Background: an optimization exercise with open tools, aiming at small area, a short achievable clock period and few clock cycles per item. Do not read the settings as production practice. Where RTL was checked, it was by simulation tests only, not by an equivalence proof against the original. Power is estimated from default activity; no workload was simulated.

==> inputs of 11-01 <==
Design binary_erosion_cross_top, start of the top module:
module binary_erosion_cross_top #(
    parameter int MAX_ROWS = 4096
) (
    input  logic               aclk,
    input  logic               aresetn,
    input  logic               cfg_wr_en,
    input  logic [bec_pkg::CFG_AW-1:0]  cfg_addr,
    input  logic [bec_pkg::RCNT_W-1:0]  cfg_wdata,
    input  logic               s_tvalid,
    output logic               s_tready,
    input  logic [bec_pkg::ROW_W-1:0]   s_tdata,    
    output logic               m_tvalid,
    input  logic               m_tready,
    output logic [bec_pkg::MDATA_W-1:0] m_tdata,    
    output logic               m_tlast     
);
==> module binary_erosion_cross_top, before the edit <==
module binary_erosion_cross_top #(
    parameter int MAX_ROWS = 4096
) (
    input  logic               aclk,
    input  logic               aresetn,
    input  logic               cfg_wr_en,
    input  logic [bec_pkg::CFG_AW-1:0]  cfg_addr,
    input  logic [bec_pkg::RCNT_W-1:0]  cfg_wdata,
    input  logic               s_tvalid,
    output logic               s_tready,
    input  logic [bec_pkg::ROW_W-1:0]   s_tdata,    
    output logic               m_tvalid,
    input  logic               m_tready,
    output logic [bec_pkg::MDATA_W-1:0] m_tdata,    
    output logic               m_tlast     
);
    localparam int ROW_W = bec_pkg::ROW_W;
    localparam int IDX_W = bec_pkg::IDX_W;
    logic [IDX_W-1:0] hm2_reg;       
    logic [5:0]       wm1_reg;       
    logic [ROW_W-1:0] cur_reg;
    logic [ROW_W-1:0] part_reg;
    logic [IDX_W-1:0] idx_reg;       
    logic             first_reg;     
    logic             fin_reg;       
    logic [ROW_W-1:0] mask;
    logic [ROW_W-1:0] east;
    logic [ROW_W-1:0] part_next;
    logic             take;
    logic             last_row;
    logic [12:0] cfg_rows;
    logic [6:0]  cfg_cols;
    always_comb begin
        cfg_rows = cfg_wdata;
        cfg_cols = cfg_wdata[6:0];
    end
    always_ff @(posedge aclk) begin
        if (!aresetn) begin
            hm2_reg <= '0;
            wm1_reg <= 6'd63;
        end else if (cfg_wr_en) begin
            if (cfg_addr == 1'b0) begin
                if (cfg_rows < 13'd2)         hm2_reg <= '0;
                else if (cfg_rows > 13'd4096) hm2_reg <= 12'd4094;
                else                          hm2_reg <= 12'(cfg_rows - 13'd2);
            end else begin
                if (cfg_cols < 7'd2)          wm1_reg <= 6'd1;
                else if (cfg_cols > 7'd64)    wm1_reg <= 6'd63;
                else                          wm1_reg <= 6'(cfg_cols - 7'd1);
            end
        end
    end
    logic [1:0]  th1;
    logic [3:0]  th2;
    logic [7:0]  th3;
    logic [15:0] th4;
    logic [31:0] th5;
    assign th1  = {wm1_reg[0], 1'b1};
    assign th2  = {th1 & {2{wm1_reg[1]}},  th1 | {2{wm1_reg[1]}}};
    assign th3  = {th2 & {4{wm1_reg[2]}},  th2 | {4{wm1_reg[2]}}};
    assign th4  = {th3 & {8{wm1_reg[3]}},  th3 | {8{wm1_reg[3]}}};
    assign th5  = {th4 & {16{wm1_reg[4]}}, th4 | {16{wm1_reg[4]}}};
    assign mask = {th5 & {32{wm1_reg[5]}}, th5 | {32{wm1_reg[5]}}};
    always_comb begin
        east = ({1'b0, s_tdata[ROW_W-1:1]} & mask) | (mask & ~{1'b0, mask[ROW_W-1:1]});
        part_next = east & s_tdata & {s_tdata[ROW_W-2:0], 1'b1}
                  & (cur_reg | {ROW_W{first_reg}});
    end
    assign take     = s_tvalid && s_tready;
    assign last_row = !first_reg && (idx_reg == hm2_reg);
    always_ff @(posedge aclk) begin
        if (take) begin
            cur_reg  <= s_tdata;
            part_reg <= part_next;
        end
    end
    always_ff @(posedge aclk) begin
        if (!aresetn) begin
            first_reg <= 1'b1;
            fin_reg   <= 1'b0;
        end else begin
            if (fin_reg && m_tready) begin
                fin_reg <= 1'b0;
            end
            if (take) begin
                first_reg <= last_row;
                if (last_row) begin
                    fin_reg <= 1'b1;
                end
            end
        end
    end
    always_ff @(posedge aclk) begin
        if (take) begin
            idx_reg <= first_reg ? '0 : idx_reg + IDX_W'(1);
        end
    end
    assign s_tready = m_tready || (first_reg && !fin_reg);
    assign m_tvalid = fin_reg || (s_tvalid && !first_reg);
    assign m_tdata  = {4'd0, idx_reg, part_reg & (s_tdata | {ROW_W{fin_reg}})};
    assign m_tlast  = fin_reg;
endmodule
export LEC_CHECK = 0
export CAP_MARGIN = 20
export CORE_MARGIN = 2
export CORE_UTILIZATION = 40
export CTS_BUF_LIST = sky130_fd_sc_hd__clkbuf_8
export SETUP_SLACK_MARGIN = 2.85
export SLEW_MARGIN = 20
create_clock -name core_clock -period 5.5 [get_ports {aclk}]
standard.sh (not shown) runs the stock make flow with config.mk's settings and CLKGATE_MAP_FILE= SYNTH_SCRIPT=/design/flow/synth_recipe.tcl, a recipe that flattens the netlist after the stock synthesis.
==> flow/flow/run.sh <==
#!/bin/bash
# Standard layout, with the port buffers inserted as buf_2 cells instead of the default
# choice, clock tree synthesis without dummy loads and with larger sink clusters, and
# timing repair trying to split loads before sizing gates up.
set -euo pipefail
export BUFFER_PORTS_ARGS="-buffer_cell sky130_fd_sc_hd__buf_2"
export SETUP_MOVE_SEQUENCE="unbuffer,split,sizeup,swap,buffer,clone"
export CTS_ARGS="-sink_clustering_enable -repair_clock_nets -buf_list sky130_fd_sc_hd__clkbuf_8 -dont_use_dummy_load -sink_clustering_size 30 -sink_clustering_max_diameter 150"
bash standard.sh finish > orfs_flow.log 2>&1
==> 01-24: changes against 11-01 <==
--- a/flow/design.v
+++ b/flow/design.v
@@ -28,12 +28,13 @@
     logic [IDX_W-1:0] hm2_reg;       
     logic [5:0]       wm1_reg;       
-    logic [ROW_W-1:0] cur_reg;
-    logic [ROW_W-1:0] part_reg;
+    logic [ROW_W-1:0] cur_reg;       
+    logic [ROW_W-1:0] prev_reg;      
+    logic             top_reg;       
     logic [IDX_W-1:0] idx_reg;       
     logic             first_reg;     
     logic             fin_reg;       
     logic [ROW_W-1:0] mask;
-    logic [ROW_W-1:0] east;
-    logic [ROW_W-1:0] part_next;
+    logic [ROW_W-1:0] cur_next;
+    logic [ROW_W-1:0] res;
     logic             take;
     logic             last_row;
@@ -71,15 +72,15 @@
     assign th5  = {th4 & {16{wm1_reg[4]}}, th4 | {16{wm1_reg[4]}}};
     assign mask = {th5 & {32{wm1_reg[5]}}, th5 | {32{wm1_reg[5]}}};
-    always_comb begin
-        east = ({1'b0, s_tdata[ROW_W-1:1]} & mask) | (mask & ~{1'b0, mask[ROW_W-1:1]});
-        part_next = east & s_tdata & {s_tdata[ROW_W-2:0], 1'b1}
-                  & (cur_reg | {ROW_W{first_reg}});
-    end
+    assign cur_next = {mask[ROW_W-2:0], 1'b1} & (s_tdata | ~mask);
+    assign res = cur_reg & {cur_reg[ROW_W-2:0], 1'b1} & {mask[ROW_W-1], cur_reg[ROW_W-1:1]}
+               & (prev_reg | {ROW_W{top_reg}});
     assign take     = s_tvalid && s_tready;
     assign last_row = !first_reg && (idx_reg == hm2_reg);
     always_ff @(posedge aclk) begin
         if (take) begin
-            cur_reg  <= s_tdata;
-            part_reg <= part_next;
+            cur_reg  <= cur_next;
+            prev_reg <= cur_reg;
+            top_reg  <= first_reg;
+            idx_reg  <= first_reg ? '0 : idx_reg + IDX_W'(1);
         end
     end
@@ -100,12 +101,7 @@
         end
     end
-    always_ff @(posedge aclk) begin
-        if (take) begin
-            idx_reg <= first_reg ? '0 : idx_reg + IDX_W'(1);
-        end
-    end
     assign s_tready = m_tready || (first_reg && !fin_reg);
     assign m_tvalid = fin_reg || (s_tvalid && !first_reg);
-    assign m_tdata  = {4'd0, idx_reg, part_reg & (s_tdata | {ROW_W{fin_reg}})};
+    assign m_tdata  = {4'd0, idx_reg, res & (s_tdata | {ROW_W{fin_reg}})};
     assign m_tlast  = fin_reg;
 endmodule
==> flow/flow/run.sh (replaced) <==
#!/bin/bash
# Standard layout, with the port buffers inserted as buf_2 cells instead of the default choice.
set -euo pipefail
export BUFFER_PORTS_ARGS="-buffer_cell sky130_fd_sc_hd__buf_2"
bash standard.sh finish > orfs_flow.log 2>&1
Settings changed: SETUP_SLACK_MARGIN 2.85 to 3.
==> 09-04: changes against 11-01 <==
==> flow/flow/run.sh (replaced) <==
#!/bin/bash
# Standard layout, with the port buffers inserted as buf_2 cells instead of the default
# choice, and clock tree synthesis without dummy loads and with larger sink clusters.
set -euo pipefail
export BUFFER_PORTS_ARGS="-buffer_cell sky130_fd_sc_hd__buf_2"
export CTS_ARGS="-sink_clustering_enable -repair_clock_nets -buf_list sky130_fd_sc_hd__clkbuf_8 -dont_use_dummy_load -sink_clustering_size 30 -sink_clustering_max_diameter 150"
bash standard.sh finish > orfs_flow.log 2>&1
Settings changed: CORE_UTILIZATION 40 to 55, PLACE_DENSITY set to 0.7.
==> 10-12: changes against 11-01 <==
--- a/flow/design.v
+++ b/flow/design.v
@@ -60,18 +60,10 @@
         end
     end
-    logic [1:0]  th1;
-    logic [3:0]  th2;
-    logic [7:0]  th3;
-    logic [15:0] th4;
-    logic [31:0] th5;
-    assign th1  = {wm1_reg[0], 1'b1};
-    assign th2  = {th1 & {2{wm1_reg[1]}},  th1 | {2{wm1_reg[1]}}};
-    assign th3  = {th2 & {4{wm1_reg[2]}},  th2 | {4{wm1_reg[2]}}};
-    assign th4  = {th3 & {8{wm1_reg[3]}},  th3 | {8{wm1_reg[3]}}};
-    assign th5  = {th4 & {16{wm1_reg[4]}}, th4 | {16{wm1_reg[4]}}};
-    assign mask = {th5 & {32{wm1_reg[5]}}, th5 | {32{wm1_reg[5]}}};
     always_comb begin
-        east = ({1'b0, s_tdata[ROW_W-1:1]} & mask) | (mask & ~{1'b0, mask[ROW_W-1:1]});
-        part_next = east & s_tdata & {s_tdata[ROW_W-2:0], 1'b1}
+        for (int j = 0; j < ROW_W; j++) begin
+            mask[j] = (6'(j) <= wm1_reg);
+        end
+        east = ({1'b0, s_tdata[ROW_W-1:1]}) | ~({1'b0, mask[ROW_W-1:1]});
+        part_next = mask & s_tdata & {s_tdata[ROW_W-2:0], 1'b1} & east
                   & (cur_reg | {ROW_W{first_reg}});
     end
==> flow/run.sh (new file) <==
#!/bin/bash
# synth_recipe.tcl (not shown) runs the flow's synth.tcl, then flattens the netlist and writes it again
# the make line also repeats each setting of config.mk as NAME=value (left out here)
make -C /OpenROAD-flow-scripts/flow DESIGN_CONFIG=/design/flow/config.mk WORK_HOME=/design/flow/orfs CLKGATE_MAP_FILE= SYNTH_SCRIPT=/design/flow/synth_recipe.tcl finish
Settings changed: CORE_UTILIZATION 40 to 50, SETUP_SLACK_MARGIN 2.85 to 3.
removed: flow/flow/run.sh
removed: flow/standard.sh
==> comparison <==
Against 01-24, the synthesized area of 11-01 is lower by 1.8%.
Clock power: 10-12 > 01-24 > 11-01 > 09-04.
In sequential power, 09-04 and 10-12 hardly differ.
The highest worst setup slack belongs to 10-12, the lowest to 01-24.
Sequential share of layout area, highest first: 09-04, 11-01, 01-24, 10-12.
Between 11-01 and 10-12, the lower core utilization is in 11-01 (gap 23 points).
In critical path depth, 10-12 and 11-01 do not differ.
Non-clock buffer count: 01-24 is lower than 10-12 (78).
Final area: 10-12 is larger than 09-04 (about 20%).
Testbench counts of 11-01, summed over its fixed seeds: cycles 7,854, results 7,566.
Testbench counts of 09-04, summed over its fixed seeds: cycles 7,854, results 7,566.
Testbench counts of 10-12, summed over its fixed seeds: cycles 7,854, results 7,566.
The RTL of 01-24 was laid out without a check of its function.

afterwards: timing with drivers on the ports:
How much do the figures lean on ideal ports? The routed layouts below were timed once more, with nothing changed but the port constraints. Step 1, drivers: a clkbuf_16 drives aclk and a buf_2 each remaining input, both assumed. Step 2 adds t to the input delays and takes it off the output delays; t is the mean of the earliest and latest rising clock arrival at the registers after step 1. Input paths then give back, and output paths get back, about the clock's delay inside the block. a / b / c = ideal / step 1 / step 2; a / b = the first two.
run	t, ns	setup slack, ns	hold WS [ns]	slew at the worst register clock pin (ns)	worst data-port slew with drivers (ns)
11-01	0.486	2.856 / 2.811 / 2.550	0.481 / 0.481 / 0.481	0.08 / 0.08	0.06
01-24	0.486	2.695 / 2.641 / 2.641	0.459 / 0.459 / 0.459	0.09 / 0.09	0.06
09-04	0.473	2.857 / 2.800 / 2.570	0.472 / 0.472 / 0.472	0.08 / 0.08	0.07
10-12	0.500	2.866 / 2.806 / 2.557	0.481 / 0.481 / 0.481	0.10 / 0.10	0.08
After both steps every run listed still meets setup and hold. The setup slack of 10-12, which loses most, moves by -0.060 ns with the drivers and by -0.309 ns with both steps.
